This is an optimization exercise on Yosys and OpenROAD, whose aim is small area, not a production implementation.
Only simulation tests tie the RTL to the original design; equivalence was not proved.
Power is estimated from default activity; no workload was simulated.

==> flow/design.v <==
package rv_isa_pkg;
    localparam int xlen           = 32;  
    localparam int reg_addr_width = 5;   
    localparam int opcode_width   = 7;
    localparam int funct3_width   = 3;
    localparam int funct7_width   = 7;
    localparam int shamt_width    = 5;   
    typedef enum logic [opcode_width-1:0] {
        op     = 7'b0110011,  
        op_imm = 7'b0010011,  
        load   = 7'b0000011,
        store  = 7'b0100011,
        branch = 7'b1100011,
        jal    = 7'b1101111,
        jalr   = 7'b1100111,
        lui    = 7'b0110111,
        auipc  = 7'b0010111
    } opcode_e;
    typedef enum logic [funct3_width-1:0] {
        beq  = 3'b000,
        bne  = 3'b001,
        blt  = 3'b100,  
        bge  = 3'b101,  
        bltu = 3'b110,
        bgeu = 3'b111
    } funct3_e;
    typedef struct packed {
        opcode_e                   opcode;
        logic [reg_addr_width-1:0] rd;
        logic [funct3_width-1:0]   funct3;
        logic [reg_addr_width-1:0] rs1;
        logic [reg_addr_width-1:0] rs2;
        logic [funct7_width-1:0]   funct7;
        logic [shamt_width-1:0]    shamt;   
        logic [xlen-1:0]           imm;     
    } decoded_insn_t;
endpackage
package core_pkg;
    typedef logic [31:0] word_t;
    localparam word_t reset_pc = 32'h0100_0000;  
    localparam word_t pc_step  = 32'd4;          
    typedef enum logic [3:0] {
        add    = 4'd0,
        sub    = 4'd1,
        and_op = 4'd2,
        or_op  = 4'd3,
        xor_op = 4'd4,
        sll    = 4'd5,
        srl    = 4'd6,
        sra    = 4'd7,
        slt    = 4'd8,
        sltu   = 4'd9,
        pass_b = 4'd10  
    } alu_op_e;
    typedef struct packed {
        logic                                enable;
        logic [4:0] dest;
        word_t                               data;
    } rf_write_t;
    typedef struct packed {
        word_t pc;
        word_t alu_res;
        logic  br_taken;
    } exec_probe_t;
endpackage
module rv_core (
    input  logic        clock,
    input  logic        reset,
    input  logic [31:0] insn,
    output logic [31:0] pc,
    output logic [31:0] probe_pc,
    output logic [31:0] probe_alu_res,
    output logic        probe_br_taken
);
    logic [6:0] opc;
    logic [4:0] rd, rs1, rs2;
    logic [2:0] f3;
    logic       f7b;
    assign opc = insn[6:0];
    assign rd  = insn[11:7];
    assign f3  = insn[14:12];
    assign rs1 = insn[19:15];
    assign rs2 = insn[24:20];
    assign f7b = insn[30];
    logic is_op, is_opi, is_lui, is_aui, is_jal, is_jalr, is_br, is_ld, is_st;
    assign is_op   = (opc == 7'b0110011);
    assign is_opi  = (opc == 7'b0010011);
    assign is_lui  = (opc == 7'b0110111);
    assign is_aui  = (opc == 7'b0010111);
    assign is_jal  = (opc == 7'b1101111);
    assign is_jalr = (opc == 7'b1100111);
    assign is_br   = (opc == 7'b1100011);
    assign is_ld   = (opc == 7'b0000011);
    assign is_st   = (opc == 7'b0100011);
    logic rd1_en, rd2_en, op_rsv, alu_mode, we, link, pc_sel;
    assign rd1_en   = is_op | is_opi | is_jalr | is_br | is_ld | is_st;
    assign rd2_en   = is_op | is_br | is_st;
    assign op_rsv   = f7b & (f3 != 3'b000) & (f3 != 3'b101);
    assign alu_mode = is_opi | (is_op & ~op_rsv);
    assign we       = alu_mode | is_lui | is_aui | is_jal | is_jalr;
    assign link     = is_jal | is_jalr;
    assign pc_sel   = is_aui | is_jal | is_br;
    logic [31:2] pc_q;
    logic [31:2] pc_inc;
    assign pc_inc = pc_q + 30'd1;
    always_ff @(posedge clock) begin
        if (reset) pc_q <= 30'h0040_0000;
        else       pc_q <= pc_inc;
    end
    assign pc       = {pc_q, 2'b00};
    assign probe_pc = {pc_q, 2'b00};
    logic [31:0] rf [1:31];
    logic [31:1] sel1, sel2, wen, wen_n;
    logic [31:0] r1, r2, wd;
    always_comb begin
        for (int i = 1; i < 32; i++) begin
            sel1[i]  = rd1_en & (rs1 == 5'(i));
            sel2[i]  = rd2_en & (rs2 == 5'(i));
            wen[i]   = we & (rd == 5'(i));
            wen_n[i] = ~wen[i];
        end
    end
    for (genvar i = 1; i < 32; i++) begin : g_rf
        logic [31:0] d;
        for (genvar j = 0; j < 32; j++) begin : g_bit
            rf_wbit u_w (.q(rf[i][j]), .wd(wd[j]), .en(wen[i]), .en_n(wen_n[i]), .d(d[j]));
        end
        always_ff @(posedge clock) rf[i] <= d;
    end
    for (genvar j = 0; j < 32; j++) begin : g_rd
        logic [31:0] col;
        logic [10:0] n1, n2;
        assign col[0] = 1'b0;
        for (genvar i = 1; i < 32; i++) begin : g_col
            assign col[i] = rf[i][j];
        end
        for (genvar k = 0; k < 10; k++) begin : g_t
            rf_aoi3 u_a (.d(col[3*k+3:3*k+1]), .s(sel1[3*k+3:3*k+1]), .y(n1[k]));
            rf_aoi3 u_b (.d(col[3*k+3:3*k+1]), .s(sel2[3*k+3:3*k+1]), .y(n2[k]));
        end
        assign n1[10] = ~(col[31] & sel1[31]);
        assign n2[10] = ~(col[31] & sel2[31]);
        assign r1[j] = ~&n1;
        assign r2[j] = ~&n2;
    end
    logic        imm_i_en;
    logic [31:0] imm_a, a, b, bx, p, g, c, x, lu, shr_out, sh_out;
    logic        sub, c32, lt_s, lt_u, eq, shl, fill;
    logic        sh_sel, slt_sel, xor_sel, or_sel, and_sel;
    assign imm_i_en = is_opi | is_jalr;
    assign imm_a[31:12] = is_lui ? insn[31:12] : {20{insn[31] & imm_i_en}};
    assign imm_a[11:0]  = insn[31:20] & {12{imm_i_en}};
    assign a = r1;
    assign b = r2 | imm_a;
    assign sh_sel  = alu_mode & (f3[1:0] == 2'b01);
    assign slt_sel = alu_mode & (f3[2:1] == 2'b01);
    assign xor_sel = alu_mode & (f3 == 3'b100);
    assign or_sel  = alu_mode & (f3 == 3'b110);
    assign and_sel = alu_mode & (f3 == 3'b111);
    assign sub = (is_op & f7b & (f3 == 3'b000)) | slt_sel | is_br;
    assign bx  = b ^ {32{sub}};
    assign p   = a ^ bx;
    assign g   = a & bx;
    add_carry #(.N(32)) u_add (.p(p), .g(g), .cin(sub), .c(c), .cout(c32));
    assign x  = (c & {32{~(xor_sel | or_sel | and_sel)}})
              | (g & {32{or_sel}})
              | ((a | bx) & {32{and_sel}});
    assign lu = p ^ x;
    assign lt_u = ~c32;
    assign lt_s = (a[31] & ~b[31]) | (~(a[31] ^ b[31]) & lu[31]);
    assign eq   = &p;
    logic [31:0] sv0, sv1, sv2, sv3, sv4, sv5;
    logic [31:0] a_rev;
    logic        fill_n;
    assign shl    = ~f3[2];
    assign fill   = f7b & a[31] & ~shl;
    assign fill_n = ~fill;
    always_comb begin
        for (int i = 0; i < 32; i++) a_rev[i] = a[31-i];
    end
    for (genvar i = 0; i < 32; i++) begin : g_sh
        mux2i_c u0 (.a0(a[i]), .a1(a_rev[i]), .s(shl), .y(sv0[i]));
        mux2i_c u1 (.a0(sv0[i]), .a1(i + 16 < 32 ? sv0[(i + 16) % 32] : fill_n), .s(b[4]), .y(sv1[i]));
        mux2i_c u2 (.a0(sv1[i]), .a1(i + 8 < 32 ? sv1[(i + 8) % 32] : fill), .s(b[3]), .y(sv2[i]));
        mux2i_c u3 (.a0(sv2[i]), .a1(i + 4 < 32 ? sv2[(i + 4) % 32] : fill_n), .s(b[2]), .y(sv3[i]));
        mux2i_c u4 (.a0(sv3[i]), .a1(i + 2 < 32 ? sv3[(i + 2) % 32] : fill), .s(b[1]), .y(sv4[i]));
        mux2i_c u5 (.a0(sv4[i]), .a1(i + 1 < 32 ? sv4[(i + 1) % 32] : fill_n), .s(b[0]), .y(sv5[i]));
    end
    assign shr_out = sv5;
    always_comb begin
        for (int i = 0; i < 32; i++) sh_out[i] = shr_out[31-i];
    end
    logic [31:0] imm_u, imm_j, imm_b, imm_p, pc_sum;
    logic [31:2] pp, pg, pcc;
    logic        pc_co;
    assign imm_u = {insn[31:12], 12'b0};
    assign imm_j = {{12{insn[31]}}, insn[19:12], insn[20], insn[30:21], 1'b0};
    assign imm_b = {{20{insn[31]}}, insn[7], insn[30:25], insn[11:8], 1'b0};
    assign imm_p = insn[3] ? imm_j : (insn[2] ? imm_u : imm_b);
    assign pp = pc_q ^ imm_p[31:2];
    assign pg = pc_q & imm_p[31:2];
    add_carry #(.N(30)) u_pcadd (.p(pp), .g(pg), .cin(1'b0), .c(pcc), .cout(pc_co));
    assign pc_sum = {pp ^ pcc, imm_p[1:0]};
    logic [31:0] res;
    logic        br_cond, lu_sel;
    assign lu_sel = ~(pc_sel | sh_sel | slt_sel);
    assign res = (pc_sum & {32{pc_sel}})
               | (shr_out & {32{sh_sel & ~shl}})
               | (sh_out & {32{sh_sel & shl}})
               | (lu & {32{lu_sel}})
               | {31'd0, slt_sel & (f3[0] ? lt_u : lt_s)};
    assign wd  = link ? {pc_inc, 2'b00} : res;
    always_comb begin
        case (f3)
            3'b000:  br_cond = eq;
            3'b001:  br_cond = ~eq;
            3'b100:  br_cond = lt_s;
            3'b101:  br_cond = ~lt_s;
            3'b110:  br_cond = lt_u;
            3'b111:  br_cond = ~lt_u;
            default: br_cond = 1'b0;
        endcase
    end
    assign probe_alu_res  = res;
    assign probe_br_taken = is_br & br_cond;
endmodule
module rf_wbit (
    input  logic q,
    input  logic wd,
    input  logic en,
    input  logic en_n,
    output logic d
);
    assign d = (q & en_n) | (wd & en);
endmodule
module rf_aoi3 (
    input  logic [2:0] d,
    input  logic [2:0] s,
    output logic       y
);
    assign y = ~|(d & s);
endmodule
module add_carry #(
    parameter int N = 32,
    parameter int L = 5
) (
    input  logic [N-1:0] p,
    input  logic [N-1:0] g,
    input  logic         cin,
    output logic [N-1:0] c,
    output logic         cout
);
    logic [N-1:0] gg, pp;
    always_comb begin
        gg = g;
        pp = p;
        gg[0] = g[0] | (p[0] & cin);
        for (int l = 1; l <= L; l++) begin
            for (int i = 0; i < N; i++) begin
                if (((i + 1) % (1 << l)) == 0) begin
                    gg[i] = gg[i] | (pp[i] & gg[i - (1 << (l - 1))]);
                    pp[i] = pp[i] & pp[i - (1 << (l - 1))];
                end
            end
        end
        for (int l = L - 1; l >= 1; l--) begin
            for (int i = 0; i < N; i++) begin
                if (i >= (1 << l) && ((i + 1) % (1 << l)) == (1 << (l - 1))) begin
                    gg[i] = gg[i] | (pp[i] & gg[i - (1 << (l - 1))]);
                    pp[i] = pp[i] & pp[i - (1 << (l - 1))];
                end
            end
        end
    end
    assign c    = {gg[N-2:0], cin};
    assign cout = gg[N-1];
endmodule
module mux2i_c (
    input  logic a0,
    input  logic a1,
    input  logic s,
    output logic y
);
    assign y = ~(s ? a1 : a0);
endmodule
==> flow/run.sh <==
#!/bin/bash
# synth_recipe.tcl (not shown) runs the flow's synth.tcl, then flattens the netlist and writes it again
# the make line also repeats each setting of config.mk as NAME=value (left out here)
make -C /OpenROAD-flow-scripts/flow DESIGN_CONFIG=/design/flow/config.mk WORK_HOME=/design/flow/orfs CLKGATE_MAP_FILE= SYNTH_SCRIPT=/design/flow/synth_recipe.tcl finish
==> flow/config.mk <==
export PLATFORM = sky130hd
export DESIGN_NAME = rv_core
export DESIGN_NICKNAME = rv_core
export VERILOG_FILES = /design/flow/design.v
export SDC_FILE = /design/flow/constraint.sdc
export NUM_CORES = 4
export LEC_CHECK = 0
export CAP_MARGIN = 20
export CORE_MARGIN = 2
export CORE_UTILIZATION = 40
export SETUP_SLACK_MARGIN = 0.3
export SLEW_MARGIN = 20
export SYNTH_HIERARCHICAL = 1
==> flow/constraint.sdc <==
create_clock -name core_clock -period 11.0 [get_ports {clock}]
set_input_delay 2.2000 -clock core_clock [delete_from_list [all_inputs] [get_ports {clock}]]
set_output_delay 2.2000 -clock core_clock [all_outputs]
set_load 0.01 [all_outputs]
==> key figures, run 1 <==
Status
  • Outcome: complete, no violations

Power
  • VDD IR-drop max: 149 uV
  • Pwr/cell area: 125 nW/um^2
  • Total power: 0.00791 W
  • Pleak: 25.3 nW

Worst setup path
  • CP endpoint kind: output port
  • Worst-path fanout max: 5
  • WS Path Type: in2out
  • CP most frequent cell: buf_4
  • Buf/Inv on CP: 9
  • Slowest cell on crit path: a222oi_1
  • WP data arrival: 8.58 ns
  • Critical path launch point type: input port
  • Critical Path RT: 8.80 ns
  • Max stage delay on crit path: 0.74 ns
  • Top Family by Delay on Critical Path: compound AO/OA/AOI/OAI gates

Logic synthesis
  • Mapped cell area: 47400 sq um
  • Syn Inst Count: 4288
  • Mapped Avg Cell Area: 11.1 sq um
  • Synth warnings: 11

Routing
  • Vias post-DR: 50500
  • Drt wl/cell: 34.5 um
  • DR pass1 iterations: 14
  • Initial drt markers: 10800
  • Vias per inst: 7.17
  • Final WL: 243 mm
  • # DRC: 0
  • Post-route ant nets: 0

Placed design
  • Placed Area: 58900 sq um
  • Post-detail-place hpwl: 174 mm
  • Gpl congestion: 1.08
  • IO buf count: 126
  • DP Cell Count: 6809

Cells and area
  • Final Net Count: 5539
  • Final Cell Area: 63000 sq um
  • Post-route insts no fill: 7036
  • # fillers: 10500
  • Register area: 20500 sq um
  • Layout area overhead: 33.0%
  • Area of the multi-input gates: 26900 sq um
  • Fraction of layout cells with a size suffix above 1: 25.5%

STA
  • RSZ-0062 raised after global routing: true
  • Crit path time final: 10.78 ns
  • Max-slew headroom: 20.0%
  • Final setup fails: 0
  • Final hold slack: 0.511 ns
  • Final period util: 98.0%
  • Final hold vios: 0
  • Worst Skew: 0.0626 ns
  • Fin. max-slew vios: 0
  • Total negative slack: 0 ns
  • Worst-margin pin slew: 1.20 ns
  • Max Freq: 92.7 MHz

CTS
  • Sink Count: 1022
  • H-tree levels: 3
  • Hold-fix buffers, CTS: 0
  • CTS max path bufs: 3
  • Worst-Skew Late Latency: 0.75 ns
  • Total CTS buffers: 108
  • CTS tree: done
  • Clock root cell: clkbuf_16
  • Clock slew at the register clock pins of the worst setup and hold paths: 0.06 ns

Worst hold path
  • HP Class: reg2reg

Global routing
  • Tot GR Track Use: 38.4%
  • Pin count of the biggest net entering global routing: 38
  • GR Overflow Total: 0
  • First-pass GRT wire length: 344 mm
  • Initial antenna violation count: 6
  • Vias in the first global route: 47300

Floorplanning
  • Die H: 348 um
  • Initial Utilization: 40.2%
  • DIE AREA: 121000 sq um
  • Row count: 126
  • IO Count: 131
  • Core area: 118000 sq um
  • Die width: 348 um

Run
  • Max_cap viols: 0
cell usage in the layout, fill, tap and decap left out, types with 76 or more instances in the layout:
master	n
dfxtp_1	1022
ha_1	96
clkbuf_16	109
clkdlybuf4s50_1	96
nand4_1	152
a22o_1	997
nand2_1	180
inv_1	76
buf_4	898
xnor2_1	104
buf_12	77
mux2i_1	192
a222oi_1	674
timing repair:
action                                  CTS  global route
gates resized for setup                  96            45
setup buffers                            19             6
pin swaps                                49            42
endpoints found under the setup margin   28            29
state kept, by name, summed over array words and instances (netlist names):
signal and flops:
pc_q 30, rf 992
routing by layer:
| layer | part of all wire [%] | up-vias | GRT usage (%) |
|---|---|---|---|
| met5 | 0.0037 | - | 0 |
| met3 | 12 | 712 | 7.88 |
| met4 | 8.8 | 2 | 28.5 |
| li1 | - | 21100 | - |
| met1 | 38 | 24800 | 50.1 |
| met2 | 41 | 3805 | 55.8 |
stage by stage:
step | util, % | setup WS (ns)
6_report | 53.5 | 0.218
5_1_grt | 53.5 | 0.0933
4_1_cts | 53.4 | 0.279
3_5_place_dp | 50.0 | -0.793
3_3_place_gp | 50.0 | -0.752
2_1_floorplan | - | 0.337
where the power goes:
| part | switching, W | internal, W | total, W |
|---|---|---|---|
| registers | 0.0000192 | 0.00372 | 0.00374 |
| logic | 0.000210 | 0.000116 | 0.000326 |
| clock network | 0.00165 | 0.00219 | 0.00384 |
| total | 0.00188 | 0.00603 | 0.00791 |
final cells by class:
class / count / area share (%)
multi-input combinational: 3074 / 42.7
sequential: 1022 / 32.5
timing repair buffer: 1117 / 15.4
clock buffer: 156 / 4.94
tap: 1536 / 3.05
clock inverter: 43 / 0.933
inverter: 86 / 0.514
antenna: 2 / 0.00794
worst paths after layout:
path | from | end | slack, ns | cells past startpoint
min | rf[13][28] | rf[13][28] | 0.51 | 1
max reg2reg | rf[4][10] | rf[28][0] | 4.48 | 25
max | insn[0] | probe_alu_res[0] | 0.22 | 31
min reg2reg | rf[13][28] | rf[13][28] | 0.51 | 1
==> inputs of run 2 (changes only) <==
--- a/flow/design.v
+++ b/flow/design.v
@@ -116,4 +116,4 @@
         for (int i = 1; i < 32; i++) begin
-            sel1[i]  = rd1_en & (rs1 == 5'(i));
-            sel2[i]  = rd2_en & (rs2 == 5'(i));
+            sel1[i]  = (rs1 == 5'(i));
+            sel2[i]  = (rs2 == 5'(i));
             wen[i]   = we & (rd == 5'(i));
@@ -142,4 +142,4 @@
         assign n2[10] = ~(col[31] & sel2[31]);
-        assign r1[j] = ~&n1;
-        assign r2[j] = ~&n2;
+        assign r1[j] = rd1_en & ~&n1;
+        assign r2[j] = rd2_en & ~&n2;
     end
--- a/flow/config.mk
+++ b/flow/config.mk
@@ -7,7 +7,9 @@
 export LEC_CHECK = 0
-export CAP_MARGIN = 20
+export CAP_MARGIN = 10
 export CORE_MARGIN = 2
-export CORE_UTILIZATION = 40
-export SETUP_SLACK_MARGIN = 0.3
-export SLEW_MARGIN = 20
+export CORE_UTILIZATION = 55
+export CTS_BUF_LIST = sky130_fd_sc_hd__clkbuf_4 sky130_fd_sc_hd__clkbuf_8
+export GPL_TIMING_DRIVEN = 0
+export SETUP_SLACK_MARGIN = 0.1
+export SLEW_MARGIN = 10
 export SYNTH_HIERARCHICAL = 1
==> run 2 against run 1 <==
  * Highest routed layer unchanged
  * Largest cell class unchanged
  * Clock power decreased by 5%
  * Via count down 0.90%
  * Area after synthesis shrank 0.16%
  * The layout now fails its checks (negative setup slack)
  * Wire length is 1.6% lower
  * Flip-flop and latch count unchanged
  * Register-to-register slack worse by 0.22 ns
==> key figures, run 2 <==
Placed design
  • Gpl congestion: 1.12
  • DP Cell Count: 5774
  • Post-detail-place hpwl: 162 mm
  • Worst slack, placed: -2.14 ns
  • IO buf count: 121

Floorplanning
  • Die width: 297 um
  • DIE AREA: 88400 sq um
  • Core area: 85300 sq um
  • Initial Utilization: 55.5%
  • IO Count: 131
  • Die H: 297 um
  • Row count: 107

Routing
  • DR pass1 iterations: 14
  • Vias post-DR: 50000
  • Post-route ant nets: 0
  • Initial drt markers: 11000
  • Vias per inst: 8.14
  • # DRC: 0
  • Drt wl/cell: 38.9 um
  • Final WL: 239 mm

Cells and area
  • Fraction of layout cells with a size suffix above 1: 17.7%
  • Final Net Count: 4990
  • Top Registers: rf x992, pc_q x30
  • Commonest cells after routing, fill and taps aside: dfxtp_1, a22o_1, a222oi_1
  • Layout area overhead: 25.7%
  • Final core occ: 69.8%
  • Largest Register: rf
  • Max reg flops: 992
  • Commonest non-fill, non-tap cell in the layout: dfxtp_1
  • Post-route insts no fill: 6143

Status
  • Violated checks: negative setup slack
  • Outcome: complete, but fails checks

Worst setup path
  • Worst setup path end: probe_alu_res[19]
  • Reg-to-Reg End: rf[31][29]
  • CP startpoint: insn[19]
  • Max stage delay on crit path: 1.14 ns
  • RR Startpoint: rf[25][7]
  • CP endpoint kind: output port
  • Critical Path RT: 8.80 ns
  • CP most frequent cell: mux2i_1
  • FF-to-FF setup slack: 4.26 ns
  • CP cell instances: dlygate4sd2_1, or2_4, buf_4, nor2_4, buf_16, a222oi_1, nand2_1, a2111oi_1, nor2b_1, nand3_2, inv_1, mux2i_1, mux2i_1, mux2i_1, mux2i_1, a22oi_1, o21ai_0, a21o_1, clkdlybuf4s50_1
  • Worst-path fanout max: 22
  • Critical path launch point type: input port
  • WS Path Type: in2out
  • Worst r2r path cells: 22
  • Slowest cell on crit path: a2111oi_1
  • WP data arrival: 8.82 ns

STA
  • Final period util: 100%
  • Fin. max-slew vios: 0
  • Final setup fails: 2
  • Worst-margin pin slew: 1.32 ns
  • Final hold vios: 0
  • Worst Skew: 0.0627 ns
  • Final worst slack: -0.0224 ns
  • RSZ-0062 raised after global routing: true
  • Max-slew headroom: 11.6%
  • Crit path time final: 11.02 ns
  • Max Freq: 90.7 MHz

Global routing
  • GR Overflow Total: 0
  • Tot GR Track Use: 51.4%
  • Pin count of the biggest net entering global routing: 35
  • First-pass GRT wire length: 335 mm
  • Initial antenna violation count: 11
  • Vias in the first global route: 46200

CTS
  • Worst-Skew Late Latency: 0.92 ns
  • H-tree levels: 4
  • Total CTS buffers: 166
  • CTS tree: done
  • Clock root cell: clkbuf_8
  • Hold-fix buffers, CTS: 0
  • CTS max path bufs: 3
  • Clock slew at the register clock pins of the worst setup and hold paths: 0.06 ns
  • Sink Count: 1022

Worst hold path
  • Cell depth of the worst min-delay path: 1
  • HP Class: reg2reg

Logic synthesis
  • Mapped cell area: 47300 sq um
  • Syn Inst Count: 4351
  • Synth warnings: 11
  • Mapped Avg Cell Area: 10.9 sq um

Power
  • Pleak: 22.4 nW
  • Total power: 0.00783 W
  • Pwr/cell area: 132 nW/um^2
  • VDD IR-drop max: 144 uV

Run
  • Max_cap viols: 0
[run 2: worst max-delay path: cells and delay by family]
kind | cells | cell delay, ns
mux | 4 | 0.92
simple gates | 5 | 1.71
buf+inv | 5 | 1.67
compound gates | 5 | 2.26
[run 2: stage by stage]
stage / setup TNS, ns / hold slack (ns) / instance area (sq um)
floorplan: 0 / 0.469 / 47400
global placement: -3347.23 / 0.485 / 50000
detailed placement: -44.06 / 0.493 / 54600
CTS: 0 / 0.510 / 59000
global route: 0 / 0.524 / 59500
finish: -0.0442 / 0.512 / 59500
[run 2: per-layer routing]
metal	up-vias	track usage [%]	share of wire, %
met5	-	4.76	0.33
met3	1129	23.8	17
met1	24100	60.9	34
li1	20100	-	-
met4	22	38.3	9.3
met2	4683	71.8	40
[run 2: repair_timing]
item                       in CTS  in global routing
setup endpoints to repair      33                 25
gates resized for setup       109                 72
pin swaps                      45                 41
cloned                          2                  1
setup buffers                  35                 25
[run 2: area by class of cell]
class | instances | area (sq um)
multi-input cells | 3125 | 27500
fillers | 6497 | 25800
flip-flops and latches | 1022 | 20500
inverters | 90 | 338
plain buffers | 117 | 719
clock buffers | 263 | 3340
clock inverters | 36 | 359
diodes | 8 | 20.0
well taps | 1144 | 1430
repair buffers | 338 | 5280
[run 2: how the worst min path moves through the flow]
stage | to | slack [ns] | from
floorplan | rf[31][31] | 0.47 | rf[31][31]
global placement | rf[31][14] | 0.49 | rf[31][14]
detailed placement | rf[7][6] | 0.49 | rf[7][6]
CTS | rf[25][27] | 0.51 | rf[25][27]
global route | rf[7][27] | 0.52 | rf[7][27]
finish | rf[2][20] | 0.51 | rf[2][20]
[run 2: where the power goes]
part           switching (W)  total, W  leakage (nW)  internal (W)
Clock                0.00166   0.00366          1.97       0.00200
Sequential         0.0000197   0.00374          8.23       0.00372
Combinational       0.000289  0.000430          12.2      0.000141
Total                0.00197   0.00783          22.4       0.00586
==> inputs of run 3 (changes only) <==
==> flow/flow/run.sh (new file) <==
#!/bin/bash
# Standard ORFS layout, with two changes passed to its scripts through the
# environment: clock tree synthesis without dummy loads, and small port buffers.
set -euo pipefail
export CTS_ARGS="-sink_clustering_enable -repair_clock_nets -dont_use_dummy_load -sink_clustering_size 14 -sink_clustering_max_diameter 50 -buf_list {sky130_fd_sc_hd__clkbuf_8 sky130_fd_sc_hd__clkbuf_16}"
export BUFFER_PORTS_ARGS="-buffer_cell sky130_fd_sc_hd__buf_2"
bash standard.sh synth > synth.log 2>&1
bash standard.sh > layout.log 2>&1
==> flow/standard.sh (new file) <==
#!/bin/bash
# synth_recipe.tcl (not shown) runs the flow's synth.tcl, then flattens the netlist and writes it again
# the make line also repeats each setting of config.mk as NAME=value (left out here)
make -C /OpenROAD-flow-scripts/flow DESIGN_CONFIG=/design/flow/config.mk WORK_HOME=/design/flow/orfs CLKGATE_MAP_FILE= SYNTH_SCRIPT=/design/flow/synth_recipe.tcl "${@:-finish}"
==> flow/config.mk (replaced) <==
export PLATFORM = sky130hd
export DESIGN_NAME = rv_core
export DESIGN_NICKNAME = rv_core
export VERILOG_FILES = /design/flow/design.v
export SDC_FILE = /design/flow/constraint.sdc
export NUM_CORES = 4
export LEC_CHECK = 0
export CAP_MARGIN = 20
export CORE_MARGIN = 2
export CORE_UTILIZATION = 45
export GPL_TIMING_DRIVEN = 0
export SETUP_SLACK_MARGIN = 0.4
export SLEW_MARGIN = 20
export SYNTH_HIERARCHICAL = 1
removed: flow/run.sh
==> run 3 against run 2 <==
  * Now clean on timing, DRC and antenna
  * Power down 6.8%
  * Critical path depth grew 9
  * Clock power fell by 14%
  * Non-clock buffer count fell by 20
  * Largest cell class unchanged
==> key figures, run 3 <==
Status
  • Outcome: complete, no violations

Routing
  • Vias per inst: 7.80
  • DR pass1 iterations: 17
  • # DRC: 0
  • Vias post-DR: 48100
  • Drt wl/cell: 37.9 um
  • Initial drt markers: 9771
  • Post-route ant nets: 0
  • Final WL: 234 mm

Logic synthesis
  • Synth warnings: 11
  • Mapped cell area: 47300 sq um
  • Syn Inst Count: 4351
  • Mapped Avg Cell Area: 10.9 sq um

Power
  • Comb pwr share: 5.7%
  • Sw Pwr: 0.00174 W
  • Pwr/cell area: 125 nW/um^2
  • Switching Fraction: 23.8%
  • Pleak: 21.9 nW
  • Clk pwr share: 43.0%
  • Reg power frac: 51.3%
  • Internal Power: 0.00556 W
  • Total power: 0.00730 W
  • VDD IR-drop max: 142 uV

Floorplanning
  • DIE AREA: 108000 sq um
  • IO Count: 131
  • Initial Utilization: 45.5%
  • Row count: 118
  • Die width: 328 um
  • Die H: 328 um
  • Core area: 104000 sq um

Cells and area
  • Layout area overhead: 23.3%
  • Fraction of layout cells with a size suffix above 1: 16.0%
  • Max reg flops: 992
  • Top Registers: rf x992, pc_q x30
  • Final core occ: 56.1%
  • Commonest non-fill, non-tap cell in the layout: dfxtp_1
  • # fillers: 8964
  • Final Cell Area: 58400 sq um
  • Commonest cells after routing, fill and taps aside: dfxtp_1, a22o_1, a222oi_1
  • Final Net Count: 4912
  • Largest Register: rf

Worst setup path
  • WP data arrival: 8.52 ns
  • Critical path launch point type: input port
  • Worst-path fanout max: 20
  • WS Path Type: in2out
  • CP endpoint kind: output port
  • Critical Path RT: 8.80 ns

Global routing
  • Pin count of the biggest net entering global routing: 33
  • Tot GR Track Use: 41.5%
  • Initial antenna violation count: 8
  • First-pass GRT wire length: 329 mm
  • Vias in the first global route: 45400
  • GR Overflow Total: 0

STA
  • Max-slew headroom: 13.3%
  • Final setup fails: 0
  • Final period util: 97.4%
  • Worst Skew: 0.0864 ns
  • Final hold vios: 0
  • Worst-margin pin slew: 1.30 ns
  • RSZ-0062 raised after global routing: true
  • Crit path time final: 10.72 ns
  • Max Freq: 93.3 MHz
  • Fin. max-slew vios: 0

Placed design
  • Gpl congestion: 1.06
  • Post-detail-place hpwl: 161 mm
  • IO buf count: 121
  • Placed Area: 55000 sq um

CTS
  • Hold-fix buffers, CTS: 0
  • Total CTS buffers: 108
  • Clock root cell: clkbuf_16
  • CTS tree: done
  • Clock slew at the register clock pins of the worst setup and hold paths: 0.04 ns
  • CTS max path bufs: 3
  • Sink Count: 1022
  • H-tree levels: 3
  • Worst-Skew Late Latency: 0.73 ns

Run
  • Max_cap viols: 0

Worst hold path
  • HP Class: reg2reg
-- run 3: timing repair --
item,in CTS,in global routing
setup endpoints to repair,31,16
pin swaps,16,23
gates resized for setup,60,28
endpoints found under the hold margin,0,0
setup buffers,16,7
-- run 3: final timing paths --
path | startpoint | to | slack (ns) | cells past startpoint
max reg2reg | rf[24][4] | rf[17][0] | 4.66 | 22
min reg2reg | rf[8][15] | rf[8][15] | 0.51 | 1
max | insn[20] | probe_br_taken | 0.28 | 28
min | rf[8][15] | rf[8][15] | 0.51 | 1
-- run 3: final cells by class --
cell class / count / area [sq um] / area share (%)
repair buffers: 318 / 5070 / 8.69
plain buffers: 117 / 713 / 1.22
flip-flops and latches: 1022 / 20500 / 35.1
diodes: 5 / 12.5 / 0.0214
clock buffers: 108 / 2700 / 4.63
well taps: 1380 / 1730 / 2.96
inverters: 90 / 338 / 0.579
multi-input cells: 3125 / 27300 / 46.8
-- run 3: critical path, stage by stage --
cell and delay (ns):
buf_2 0.17, buf_8 0.18, nand3b_1 0.14, buf_4 0.15, nor2_4 0.12, buf_12 0.21, a222oi_1 0.36, nand4_1 0.55
a2111oi_4 0.62, o21ai_4 0.12, buf_12 0.16, buf_16 0.17, xnor2_2 0.15, ha_1 0.32, and4_1 0.21, and2_1 0.16
a211o_4 0.39, nand4_2 0.13, a21oi_2 0.12, a221o_1 0.38, a31oi_4 0.21, o21bai_2 0.11, o2111a_1 0.15, a31o_2 0.23
or4_1 0.40, nand4b_1 0.13, a21oi_2 0.09, buf_2 0.15
-- run 3: metrics by stage --
stage                     instances  hold slack (ns)  worst slack, ns  TNS (ns)
after floorplan                4356            0.469            0.464         0
after global placement         5857            0.485            -3.85  -2588.63
after detailed placement       6031            0.492            -1.19    -12.07
after CTS                      6153            0.507            0.405         0
after global routing           6162            0.524            0.218         0
final                          6165            0.506            0.281         0
-- run 3: power by group through the flow --
stage / clock [W] / combinational [W] / sequential (W)
2_1_floorplan: 0 / 0.000175 / 0.00382
3_3_place_gp: 0 / 0.000312 / 0.00382
3_5_place_dp: 0 / 0.000386 / 0.00382
4_1_cts: 0.00314 / 0.000395 / 0.00374
5_1_grt: 0.00328 / 0.000420 / 0.00375
6_report: 0.00314 / 0.000416 / 0.00375
-- run 3: metal layers --
| metal | global-route usage, % | share of wire, % | up-vias |
|---|---|---|---|
| met3 | 13.5 | 14 | 858 |
| li1 | - | - | 19800 |
| met4 | 27.7 | 7.7 | 14 |
| met2 | 59.5 | 41 | 3924 |
| met5 | 0.266 | 0.14 | - |
| met1 | 53.0 | 37 | 23500 |
==> inputs of run 4 (changes only) <==
--- a/flow/flow/run.sh
+++ b/flow/flow/run.sh
@@ -2,3 +2,3 @@
 # Standard ORFS layout, with two changes passed to its scripts through the
-# environment: clock tree synthesis without dummy loads, and small port buffers.
+# environment: clock tree synthesis without dummy loads, small port buffers, and downsizing of gates with timing slack after global routing.
 set -euo pipefail
@@ -6,2 +6,3 @@
 export BUFFER_PORTS_ARGS="-buffer_cell sky130_fd_sc_hd__buf_2"
+export RECOVER_POWER=100
 bash standard.sh synth > synth.log 2>&1
==> run 4 against run 3 <==
  * The layout now fails its checks (max-capacitance violations, max-slew violations)
  * Final cell count unchanged
  * Via count increased by 0.21%
  * Setup slack got worse by 0.12 ns
  * Wire length about the same
  * Non-clock buffer count unchanged
  * Final area decreased by 1.6%
  * Synthesized cell count unchanged
  * Clock-buffer cell count unchanged
  * Sequential power about the same
  * First-iteration DRC count decreased by 3.0%
  * Clock skew decreased by 0.00082 ns
  * Flip-flop and latch count unchanged
  * Critical path type unchanged
  * Largest power group unchanged
  * Highest routed layer unchanged
==> key figures, run 4 <==
Worst setup path
  • Slowest cell on crit path: a2111oi_4
  • Critical path launch point type: input port
  • FF-to-FF setup slack: 3.17 ns
  • Critical Path RT: 8.80 ns
  • WP data arrival: 8.64 ns
  • CP startpoint: insn[20]
  • WS Path Type: in2out
  • Max stage delay on crit path: 0.61 ns
  • RR Startpoint: rf[24][4]
  • Worst-path fanout max: 20
  • Reg-to-Reg End: rf[10][30]
  • Worst r2r path cells: 23
  • CP endpoint kind: output port

STA
  • Crit path time final: 10.84 ns
  • Total negative slack: 0 ns
  • RSZ-0062 raised after global routing: true
  • Worst-margin pin slew: 2.55 ns
  • Max-slew headroom: -70.9%
  • Max Freq: 92.3 MHz
  • Worst Skew: 0.0856 ns
  • Final hold vios: 0
  • Final setup fails: 0
  • Final period util: 98.5%
  • Fin. max-slew vios: 428

Global routing
  • First-pass GRT wire length: 329 mm
  • Pin count of the biggest net entering global routing: 33
  • GR Overflow Total: 0
  • Vias in the first global route: 45400
  • Tot GR Track Use: 41.5%
  • Initial antenna violation count: 8

Cells and area
  • Max reg flops: 992
  • Top Registers: rf x992, pc_q x30
  • Commonest cells after routing, fill and taps aside: dfxtp_1, a22o_1, a222oi_1
  • Fraction of layout cells with a size suffix above 1: 13.9%
  • Commonest non-fill, non-tap cell in the layout: dfxtp_1
  • Layout area overhead: 21.4%
  • Final Net Count: 4912
  • Largest Register: rf

Floorplanning
  • DIE AREA: 108000 sq um
  • Die H: 328 um
  • Core area: 104000 sq um
  • Initial Utilization: 45.5%
  • IO Count: 131
  • Die width: 328 um
  • Row count: 118

Logic synthesis
  • Mapped Avg Cell Area: 10.9 sq um
  • Mapped cell area: 47300 sq um
  • Synth warnings: 11
  • Syn Inst Count: 4351

Placed design
  • IO buf count: 121
  • Post-detail-place hpwl: 161 mm
  • Gpl congestion: 1.06

CTS
  • CTS max path bufs: 3
  • Clock slew at the register clock pins of the worst setup and hold paths: 0.04 ns
  • Hold-fix buffers, CTS: 0
  • Sink Count: 1022
  • H-tree levels: 3
  • Total CTS buffers: 108
  • Worst-Skew Late Latency: 0.73 ns
  • Clock root cell: clkbuf_16
  • CTS tree: done

Power
  • Reg power frac: 51.5%
  • Pwr/cell area: 127 nW/um^2
  • Internal Power: 0.00555 W
  • Clk pwr share: 43.1%
  • Switching Fraction: 23.8%
  • Sw Pwr: 0.00173 W
  • Pleak: 21.5 nW
  • Total power: 0.00727 W
  • Comb pwr share: 5.4%
  • VDD IR-drop max: 143 uV

Routing
  • # DRC: 0
  • DR pass1 iterations: 14
  • Vias per inst: 7.82
  • Final WL: 234 mm
  • Post-route ant nets: 0
  • Drt wl/cell: 37.9 um
  • Initial drt markers: 9477
  • Vias post-DR: 48200

Worst hold path
  • HP Class: reg2reg
  • WHS Endpoint: rf[8][15]
  • Cell depth of the worst min-delay path: 1
  • Worst Hold Launch: rf[8][15]

Run
  • Max_cap viols: 24

Status
  • Outcome: complete, but fails checks
  • Violated checks: max-capacitance violations, max-slew violations
-- run 4: cell count changes in the layout (fill, tap and decap cells not counted), sizes merged --
cell | before | now
clkbuf | 156 | 243
buf | 387 | 300
-- run 4: how the worst max path moves through the flow --
stage / end / slack, ns / cells past startpoint
global route: probe_br_taken / 0.11 / 28
finish: probe_br_taken / 0.16 / 28
global placement: rf[29][0] / -3.85 / 23
floorplan: probe_br_taken / 0.46 / 22
CTS: probe_br_taken / 0.41 / 27
detailed placement: probe_br_taken / -1.19 / 27
-- run 4: timing repair --
action | CTS | global route
resized for setup | 60 | 28
endpoints found under the setup margin | 31 | 16
pin swaps | 16 | 23
buffers inserted | 16 | 7
-- run 4: per-stage QoR --
step                hold slack [ns]  std cells  utilization [%]  setup slack, ns  cell area (sq um)
global placement              0.485       5857             47.8            -3.85              49700
finish                        0.507       6165             55.3            0.162              57500
floorplan                     0.469       4356                -            0.464              47400
detailed placement            0.492       6031             52.9            -1.19              55000
global route                  0.524       6162             55.3            0.105              57400
CTS                           0.507       6153             55.9            0.405              58100
-- run 4: worst max-delay path, delay by kind of cell --
family / cells / cell delay [ns]
AOI/OAI and AO/OA: 12 / 3.20
and+or+nand+nor: 7 / 1.49
buffers and inverters: 7 / 1.23
adders and majority gates: 1 / 0.33
xor gates and xnor gates: 1 / 0.15
-- run 4: layout make-up --
class	count	area, sq um
Antenna cell	5	12.5
Multi-Input combinational cell	3125	27000
Sequential cell	1022	20500
Clock buffer	108	2700
Buffer	117	713
Fill cell	9125	46500
Timing Repair Buffer	318	4450
Inverter	90	338
Tap cell	1380	1730
-- run 4: layer usage --
layer | share of wire [%] | GRT usage (%)
met1 | 38 | 53.0
met2 | 41 | 59.5
met3 | 14 | 13.5
met4 | 8.2 | 27.7
met5 | 0.045 | 0.266
-- run 4: power by group through the flow --
stage	sequential (W)	combinational [W]	clock, W
after global routing	0.00375	0.000398	0.00328
after detailed placement	0.00382	0.000386	0
after global placement	0.00382	0.000312	0
after CTS	0.00374	0.000395	0.00314
final	0.00375	0.000393	0.00314
after floorplan	0.00382	0.000175	0
==> inputs of run 5 (changes only) <==
==> flow/flow/run.sh (replaced) <==
#!/bin/bash
# Standard ORFS layout, with two changes passed to its scripts through the
# environment: clock tree synthesis without dummy loads, and small port buffers.
set -euo pipefail
export CTS_ARGS="-sink_clustering_enable -repair_clock_nets -dont_use_dummy_load -sink_clustering_size 14 -sink_clustering_max_diameter 40 -buf_list {sky130_fd_sc_hd__clkbuf_8}"
export BUFFER_PORTS_ARGS="-buffer_cell sky130_fd_sc_hd__buf_2"
bash standard.sh synth > synth.log 2>&1
bash standard.sh > layout.log 2>&1
==> run 5 against run 4 <==
  * Now clean on timing, DRC and antenna
  * Clock skew up 0.0093 ns
  * Critical path depth shrank 5
  * Setup slack better by 0.26 ns
  * First-iteration DRC count increased by 10%
  * Critical path type unchanged
  * Largest power group unchanged
  * Highest routed layer unchanged
==> key figures, run 5 <==
Status
  • Outcome: complete, no violations

STA
  • Crit path time final: 10.58 ns
  • Max-slew headroom: 23.6%
  • Worst Skew: 0.0948 ns
  • Final period util: 96.1%
  • Final hold vios: 0
  • RSZ-0062 raised after global routing: false
  • Worst-margin pin slew: 1.14 ns
  • Fin. max-slew vios: 0
  • Final worst slack: 0.425 ns
  • Max Freq: 94.6 MHz
  • Final setup fails: 0

Cells and area
  • Area of the multi-input gates: 27500 sq um
  • Commonest non-fill, non-tap cell in the layout: dfxtp_1
  • Max reg flops: 992
  • # fillers: 8991
  • Final Net Count: 4982
  • Largest Register: rf
  • Register area: 20500 sq um
  • Commonest cells after routing, fill and taps aside: dfxtp_1, a22o_1, a222oi_1
  • Top Registers: rf x992, pc_q x30
  • Layout area overhead: 23.1%
  • Fraction of layout cells with a size suffix above 1: 17.7%

Routing
  • Initial drt markers: 10400
  • Vias post-DR: 48700
  • Post-route ant nets: 0
  • DR pass1 iterations: 12
  • Final WL: 238 mm
  • # DRC: 0
  • Drt wl/cell: 38.2 um
  • Vias per inst: 7.81

Floorplanning
  • DIE AREA: 108000 sq um
  • Initial Utilization: 45.5%
  • IO Count: 131
  • Core area: 104000 sq um
  • Die H: 328 um
  • Row count: 118
  • Die width: 328 um

Worst setup path
  • Critical path launch point type: input port
  • CP endpoint kind: output port
  • Critical Path RT: 8.80 ns
  • Worst-path fanout max: 18
  • WS Path Type: in2out
  • WP data arrival: 8.38 ns

CTS
  • Sink Count: 1022
  • CTS max path bufs: 3
  • Clock slew at the register clock pins of the worst setup and hold paths: 0.05 ns
  • Hold-fix buffers, CTS: 0
  • H-tree levels: 4
  • Total CTS buffers: 139
  • Clock root cell: clkbuf_8
  • CTS tree: done
  • Worst-Skew Late Latency: 0.88 ns

Placed design
  • Worst slack, placed: -1.19 ns
  • IO buf count: 121
  • Post-detail-place hpwl: 161 mm
  • Gpl congestion: 1.06

Global routing
  • Vias in the first global route: 45500
  • GR Overflow Total: 0
  • Pin count of the biggest net entering global routing: 33
  • Tot GR Track Use: 41.7%
  • First-pass GRT wire length: 330 mm
  • Initial antenna violation count: 13

Power
  • Pwr/cell area: 114 nW/um^2
  • Switching Fraction: 25.2%
  • Sw Pwr: 0.00167 W
  • Reg power frac: 56.2%
  • VDD IR-drop max: 108 uV
  • Total power: 0.00666 W
  • Clk pwr share: 37.3%
  • Internal Power: 0.00498 W
  • Comb pwr share: 6.5%
  • Pleak: 21.9 nW

Logic synthesis
  • Mapped Avg Cell Area: 10.9 sq um
  • Synth warnings: 11
  • Mapped cell area: 47300 sq um
  • Syn Inst Count: 4351

Worst hold path
  • HP Class: reg2reg

Run
  • Max_cap viols: 0
## run 5: changes by cell type in the layout (fill, tap and decap cells not counted), moves of 20 or more
| cell | change |
|---|---|
| o21ai_0 | -20 |
| clkbuf_16 | -99 |
| clkbuf_8 | +138 |
| clkbuf_4 | -27 |
| buf_4 | +50 |
| clkbuf_1 | -57 |
| buf_2 | +28 |
## run 5: final timing paths
| check | start | endpoint | slack [ns] | cells after the start |
|---|---|---|---|---|
| worst max register to register | rf[22][4] | rf[2][29] | 4.67 | 22 |
| worst max-delay path | insn[17] | probe_br_taken | 0.42 | 23 |
| worst min register to register | rf[8][15] | rf[8][15] | 0.51 | 1 |
| worst min-delay path | rf[8][15] | rf[8][15] | 0.51 | 1 |
## run 5: area by class of cell
class / instances / area share (%)
tap: 1380 / 2.96
inverter: 90 / 0.580
clock buffer: 139 / 3.28
timing repair buffer: 355 / 9.60
multi-input combinational: 3127 / 47.2
sequential: 1022 / 35.1
antenna: 3 / 0.0129
buffer: 117 / 1.26
## run 5: repair_timing
item / in CTS / in global routing
pin swaps: 16 / 72
setup endpoints to repair: 31 / 15
gates resized for setup: 59 / 85
gates cloned: 0 / 11
setup buffers: 17 / 34
## run 5: critical path: stages
cell and delay, ns:
buf_2 0.29, or3_1 0.39, nor2_4 0.23, buf_16 0.23
a222oi_1 0.33, nand4_1 0.48, a2111o_1 0.55, and2_1 0.29
ha_1 0.35, a21o_1 0.23, a31o_1 0.28, a211o_4 0.41
nand4_4 0.12, a21oi_4 0.09, a221o_1 0.38, a31oi_4 0.21
o21bai_2 0.11, o2111a_1 0.15, a31o_2 0.24, or4_1 0.40
nand4b_1 0.13, a21oi_2 0.09, buf_2 0.15
## run 5: power groups by stage
| stage | Clock, W | Sequential, W | Combinational (W) |
|---|---|---|---|
| finish | 0.00248 | 0.00374 | 0.000431 |
| global route | 0.00263 | 0.00374 | 0.000435 |
| CTS | 0.00249 | 0.00374 | 0.000395 |
| detailed placement | 0 | 0.00382 | 0.000386 |
| global placement | 0 | 0.00382 | 0.000312 |
| floorplan | 0 | 0.00382 | 0.000175 |
## run 5: per-stage QoR
| stage | std cells | setup TNS [ns] | cell area [sq um] | util [%] | hold slack, ns |
|---|---|---|---|---|---|
| final | 6233 | 0 | 58300 | 56.1 | 0.508 |
| after global routing | 6233 | 0 | 58300 | 56.1 | 0.524 |
| after CTS | 6185 | 0 | 57300 | 55.2 | 0.508 |
| after detailed placement | 6031 | -12.07 | 55000 | 52.9 | 0.492 |
| after global placement | 5857 | -2588.63 | 49700 | 47.8 | 0.485 |
| after floorplan | 4356 | 0 | 47400 | - | 0.469 |
## run 5: metal layers
metal  vias to the layer above  wire, um  track usage, %
met4                        16     18700            27.7
li1                      19900         -               -
met2                      4015     97500            60.0
met3                       968     34200            13.8
met1                     23700     87300            53.0
met5                         -       174           0.488
==> inputs of run 6 (changes only) <==
--- a/flow/config.mk
+++ b/flow/config.mk
@@ -11,3 +11,3 @@
 export GPL_TIMING_DRIVEN = 0
-export SETUP_SLACK_MARGIN = 0.4
+export SETUP_SLACK_MARGIN = 0.3
 export SLEW_MARGIN = 20
==> run 6 against run 5 <==
  * Still clean
  * Final cell count is 0.40% lower
  * Synthesized cell count stayed put
  * Clock skew is 0.0019 ns higher
  * Worst hold slack better by 0.00051 ns
  * Non-clock buffer count is 24 lower
  * Via count is 0.37% lower
  * Sequential share of layout area is 0.35 points higher
  * First-iteration DRC count is 2.9% lower
  * Combinational power is 2% lower
  * Critical path type unchanged
==> key figures, run 6 <==
Logic synthesis
  • Syn Inst Count: 4351
  • Synth warnings: 11
  • Mapped Avg Cell Area: 10.9 sq um
  • Mapped cell area: 47300 sq um

STA
  • Worst-margin pin slew: 1.23 ns
  • Fin. max-slew vios: 0
  • Final hold vios: 0
  • Max-slew headroom: 17.8%
  • Crit path time final: 10.64 ns
  • Final period util: 96.8%
  • RSZ-0062 raised after global routing: false
  • Final worst slack: 0.357 ns
  • Max Freq: 94.0 MHz
  • Final setup fails: 0
  • Worst Skew: 0.0967 ns

Worst setup path
  • Buf/Inv on CP: 7
  • Worst r2r path cells: 22
  • RR Startpoint: rf[25][25]
  • WS Path Type: in2out
  • Critical Path RT: 8.80 ns
  • Worst-path fanout max: 10
  • Reg-to-Reg End: rf[5][0]
  • Slowest cell on crit path: a2111oi_1
  • Critical path launch point type: input port
  • Max stage delay on crit path: 1.15 ns
  • CP endpoint kind: output port
  • FF-to-FF setup slack: 4.60 ns
  • WP data arrival: 8.44 ns
  • Top Family by Delay on Critical Path: compound AO/OA/AOI/OAI gates

Floorplanning
  • DIE AREA: 108000 sq um
  • Core area: 104000 sq um
  • Initial Utilization: 45.5%
  • Die H: 328 um
  • Die width: 328 um
  • IO Count: 131
  • Row count: 118

Power
  • Pleak: 21.6 nW
  • Pwr/cell area: 115 nW/um^2
  • VDD IR-drop max: 109 uV

Global routing
  • Tot GR Track Use: 41.8%
  • Initial antenna violation count: 9
  • First-pass GRT wire length: 330 mm
  • GR Overflow Total: 0
  • Pin count of the biggest net entering global routing: 33
  • Vias in the first global route: 45500

Cells and area
  • Final core occ: 55.5%
  • Max reg flops: 992
  • Fraction of layout cells with a size suffix above 1: 16.7%
  • Post-route insts no fill: 6208
  • Top Registers: rf x992, pc_q x30
  • Layout area overhead: 21.9%
  • Largest Register: rf
  • Final Net Count: 4956
  • Commonest non-fill, non-tap cell in the layout: dfxtp_1
  • Commonest cells after routing, fill and taps aside: dfxtp_1, a22o_1, a222oi_1

Placed design
  • DP Cell Count: 6031
  • Post-detail-place hpwl: 161 mm
  • Worst slack, placed: -1.19 ns
  • IO buf count: 121
  • Gpl congestion: 1.06

CTS
  • CTS max path bufs: 3
  • CTS tree: done
  • Clock slew at the register clock pins of the worst setup and hold paths: 0.05 ns
  • Worst-Skew Late Latency: 0.90 ns
  • Total CTS buffers: 139
  • H-tree levels: 4
  • Sink Count: 1022
  • Clock root cell: clkbuf_8
  • Hold-fix buffers, CTS: 0

Worst hold path
  • Worst Hold Launch: rf[8][15]
  • WHS Endpoint: rf[8][15]
  • HP Class: reg2reg
  • Cell depth of the worst min-delay path: 1

Routing
  • Drt wl/cell: 37.9 um
  • Vias post-DR: 48500
  • DR pass1 iterations: 15
  • Initial drt markers: 10100
  • Post-route ant nets: 0
  • Vias per inst: 7.81
  • # DRC: 0
  • Final WL: 235 mm

Run
  • Max_cap viols: 0

Status
  • Outcome: complete, no violations
-- run 6: repair_timing --
action                                  4_1_cts  5_1_grt
pin swaps                                    13       28
gates cloned                                  0        3
endpoints found under the setup margin       28        7
gates resized for setup                      52       43
buffers inserted                             14       19
-- run 6: layer usage --
metal  global-route usage (%)  wire (um)  vias to the layer above
met4                     28.2      18400                       10
met1                     53.4      87300                    23800
met2                     59.8      97000                     3842
li1                         -          -                    19900
met5                        0         76                        -
met3                     13.6      32500                      932
-- run 6: how the worst max path moves through the flow --
| stage | start | endpoint | slack, ns | depth (start not counted) |
|---|---|---|---|---|
| detailed placement | insn[21] | probe_br_taken | -1.19 | 27 |
| global route | insn[23] | probe_br_taken | 0.30 | 28 |
| global placement | insn[22] | rf[29][0] | -3.85 | 23 |
| finish | insn[22] | probe_br_taken | 0.36 | 26 |
| floorplan | insn[22] | probe_br_taken | 0.46 | 22 |
| CTS | insn[23] | probe_br_taken | 0.33 | 28 |
-- run 6: layout make-up --
cell class / count / area (sq um)
sequential: 1022 / 20500
fill: 9049 / 46200
timing repair buffer: 331 / 5220
multi-input combinational: 3125 / 27300
antenna: 4 / 10.0
clock buffer: 139 / 1910
tap: 1380 / 1730
inverter: 90 / 338
buffer: 117 / 711
-- run 6: power breakdown --
group	switching [W]	total, W	internal, W
Clock	0.00137	0.00248	0.00112
Combinational	0.000284	0.000421	0.000137
Sequential	0.0000197	0.00374	0.00372
Total	0.00167	0.00665	0.00498
-- run 6: per-stage QoR --
stage	power (W)	hold slack (ns)	TNS [ns]	instance area, sq um
after floorplan	0.00399	0.469	0	47400
after global placement	0.00414	0.485	-2588.63	49700
after detailed placement	0.00421	0.492	-12.07	55000
after CTS	0.00662	0.508	0	57200
after global routing	0.00680	0.524	0	57700
final	0.00665	0.509	0	57700
==> inputs of run 7 (changes only) <==
--- a/flow/config.mk
+++ b/flow/config.mk
@@ -11,3 +11,3 @@
 export GPL_TIMING_DRIVEN = 0
-export SETUP_SLACK_MARGIN = 0.3
+export SETUP_SLACK_MARGIN = 0.2
 export SLEW_MARGIN = 20
==> run 7 against run 6 <==
  * Register-to-register slack got worse by 0.08 ns
  * Global-route usage up 0.84 points
  * First-iteration DRC count rose by 6.3%
  * Critical path depth grew 1
  * Power decreased by 0.16%
  * Largest cell class unchanged
  * Sequential share of layout area barely moved
  * Setup slack lost 0.21 ns
  * Flip-flop and latch count is the same
  * Final area hardly changed
  * Die area unchanged
  * Area after synthesis stayed put
==> key figures, run 7 <==
Worst hold path
  • Cell depth of the worst min-delay path: 1
  • HP Class: reg2reg

Routing
  • Post-route ant nets: 0
  • Initial drt markers: 10800
  • DR pass1 iterations: 17
  • Vias post-DR: 49100
  • Vias per inst: 7.93
  • Drt wl/cell: 38.6 um
  • Final WL: 239 mm
  • # DRC: 0

Cells and area
  • Register area: 20500 sq um
  • Fraction of layout cells with a size suffix above 1: 16.6%
  • Area of the multi-input gates: 27300 sq um
  • Top Registers: rf x992, pc_q x30
  • Final Net Count: 4942
  • Commonest cells after routing, fill and taps aside: dfxtp_1, a22o_1, a222oi_1
  • # fillers: 8947
  • Commonest non-fill, non-tap cell in the layout: dfxtp_1
  • Max reg flops: 992
  • Largest Register: rf
  • Layout area overhead: 22.0%

STA
  • Final period util: 98.6%
  • Final hold slack: 0.511 ns
  • Fin. max-slew vios: 0
  • Max Freq: 92.2 MHz
  • Crit path time final: 10.85 ns
  • Final setup fails: 0
  • Worst Skew: 0.128 ns
  • RSZ-0062 raised after global routing: true
  • Worst-margin pin slew: 1.16 ns
  • Max-slew headroom: 20.7%
  • Final hold vios: 0

Floorplanning
  • Initial Utilization: 45.5%
  • Core area: 104000 sq um
  • IO Count: 131
  • DIE AREA: 108000 sq um
  • Die H: 328 um
  • Row count: 118
  • Die width: 328 um

CTS
  • H-tree levels: 4
  • Clock root cell: clkbuf_8
  • Worst-Skew Late Latency: 0.89 ns
  • CTS tree: done
  • Hold-fix buffers, CTS: 0
  • Sink Count: 1022
  • Clock slew at the register clock pins of the worst setup and hold paths: 0.05 ns
  • Total CTS buffers: 136
  • CTS max path bufs: 3

Global routing
  • Tot GR Track Use: 42.6%
  • First-pass GRT wire length: 336 mm
  • Pin count of the biggest net entering global routing: 32
  • Vias in the first global route: 46000
  • GR Overflow Total: 0
  • Initial antenna violation count: 21

Logic synthesis
  • Mapped Avg Cell Area: 10.9 sq um
  • Syn Inst Count: 4351
  • Mapped cell area: 47300 sq um
  • Synth warnings: 11

Placed design
  • Gpl congestion: 1.04
  • Post-detail-place hpwl: 162 mm
  • IO buf count: 121

Power
  • Reg power frac: 56.4%
  • VDD IR-drop max: 89.5 uV
  • Sw Pwr: 0.00169 W
  • Switching Fraction: 25.4%
  • Pwr/cell area: 115 nW/um^2
  • Pleak: 21.6 nW
  • Total power: 0.00664 W
  • Internal Power: 0.00495 W
  • Comb pwr share: 6.4%
  • Clk pwr share: 37.2%

Worst setup path
  • WP data arrival: 8.65 ns
  • Worst-path fanout max: 20
  • Worst r2r path cells: 22
  • WS Path Type: in2out
  • Critical Path RT: 8.80 ns
  • Critical path launch point type: input port
  • CP endpoint kind: output port

Run
  • Max_cap viols: 0

Status
  • Outcome: complete, no violations
## run 7: critical path, cell delays in order
cell and delay, ns:
clkbuf_4 0.20, buf_8 0.19, nor2_1 0.09, nand2_2 0.21, nor2_4 0.19, buf_12 0.22
a222oi_1 0.27, nand4_1 0.59, a2111oi_2 0.92, nor2_1 0.10, a211oi_1 0.28, xnor2_1 0.17
inv_1 0.06, ha_1 0.37, nand2_1 0.10, o21ai_0 0.09, a211oi_2 0.29, a21oi_4 0.13
a221o_1 0.41, a31oi_4 0.23, o21bai_2 0.11, o2111a_1 0.14, a31o_2 0.23, or4_1 0.40
nand4b_1 0.13, a21oi_2 0.09, buf_2 0.15
## run 7: power by group through the flow
stage	logic [W]	registers, W	clock network [W]
finish	0.000425	0.00374	0.00247
global route	0.000425	0.00374	0.00261
CTS	0.000395	0.00374	0.00246
detailed placement	0.000389	0.00382	0
global placement	0.000309	0.00382	0
floorplan	0.000175	0.00382	0
## run 7: path summary, 6_finish.rpt
path         startpoint              to  slack, ns
min          rf[11][24]      rf[11][24]       0.51
max reg2reg  rf[22][22]      rf[31][31]       4.52
min reg2reg  rf[11][24]      rf[11][24]       0.51
max            insn[20]  probe_br_taken       0.15
## run 7: final cells by class
type / instances / share of cell area (%)
Multi-Input combinational cell: 3125 / 47.3
Sequential cell: 1022 / 35.4
Timing Repair Buffer: 320 / 9.15
Clock buffer: 136 / 3.24
Tap cell: 1380 / 2.99
Buffer: 117 / 1.21
Inverter: 90 / 0.585
Antenna cell: 9 / 0.0390
## run 7: per-stage QoR
step / setup TNS (ns) / instances / area, sq um / setup slack (ns) / util, %
after floorplan: 0 / 4356 / 47400 / 0.200 / -
after global placement: -3154.04 / 5857 / 49700 / -4.72 / 47.8
after detailed placement: -6.21 / 6039 / 55300 / -0.908 / 53.2
after CTS: 0 / 6186 / 57400 / 0.173 / 55.2
after global routing: 0 / 6192 / 57700 / 0.134 / 55.5
final: 0 / 6199 / 57700 / 0.151 / 55.5
## run 7: per-layer routing
metal | up-vias | part of all wire, % | GRT usage [%]
met5 | - | 0.13 | 0.355
met3 | 984 | 16 | 19.7
met2 | 4311 | 39 | 58.5
met4 | 28 | 7.7 | 27.9
li1 | 19900 | - | -
met1 | 23900 | 37 | 53.2
## run 7: what timing repair did
action                                  in CTS  in global routing
pin swaps                                   17                 27
gates resized for setup                     52                 62
buffers inserted                            13                  4
endpoints found under the setup margin      25                 14

static timing again, ports no longer ideal:
In the flow no input, the clock included, has a driving cell. The finished layouts below were timed again as built, in two steps.
Step 1 (the two cells are an assumption about what drives the block):
set clk [get_ports {clock}]
set_driving_cell -lib_cell sky130_fd_sc_hd__clkbuf_16 $clk
set_driving_cell -lib_cell sky130_fd_sc_hd__buf_2 [delete_from_list [all_inputs] $clk]
Step 2 also shifts input and output timing later by t, the mid clock arrival at the registers, as if the neighbouring blocks saw the same clock.
Three values: no drivers, after step 1, after step 2; two values: the first two.
run	t (ns)	setup WS [ns]	worst setup path after step 2	clock arrival spread, ns	slew at the worst register clock pin (ns)
run 1	0.795	0.218 / 0.184 / 0.184	input to output	0.062 / 0.063	0.07 / 0.07
run 2	0.963	-0.022 / -0.056 / -0.056	input to output	0.063 / 0.063	0.07 / 0.07
run 3	0.760	0.281 / 0.251 / 0.251	input to output	0.086 / 0.086	0.07 / 0.07
run 4	0.760	0.162 / 0.138 / 0.115	input to register	0.086 / 0.086	0.07 / 0.07
run 5	0.910	0.425 / 0.394 / 0.394	input to output	0.095 / 0.095	0.09 / 0.09
run 6	0.918	0.357 / 0.325 / 0.325	input to output	0.097 / 0.097	0.09 / 0.09
run 7	0.910	0.151 / 0.123 / 0.123	input to output	0.128 / 0.128	0.09 / 0.09
The setup slack of run 4, which loses most, moves by -0.024 ns with the drivers and by -0.047 ns with both steps.
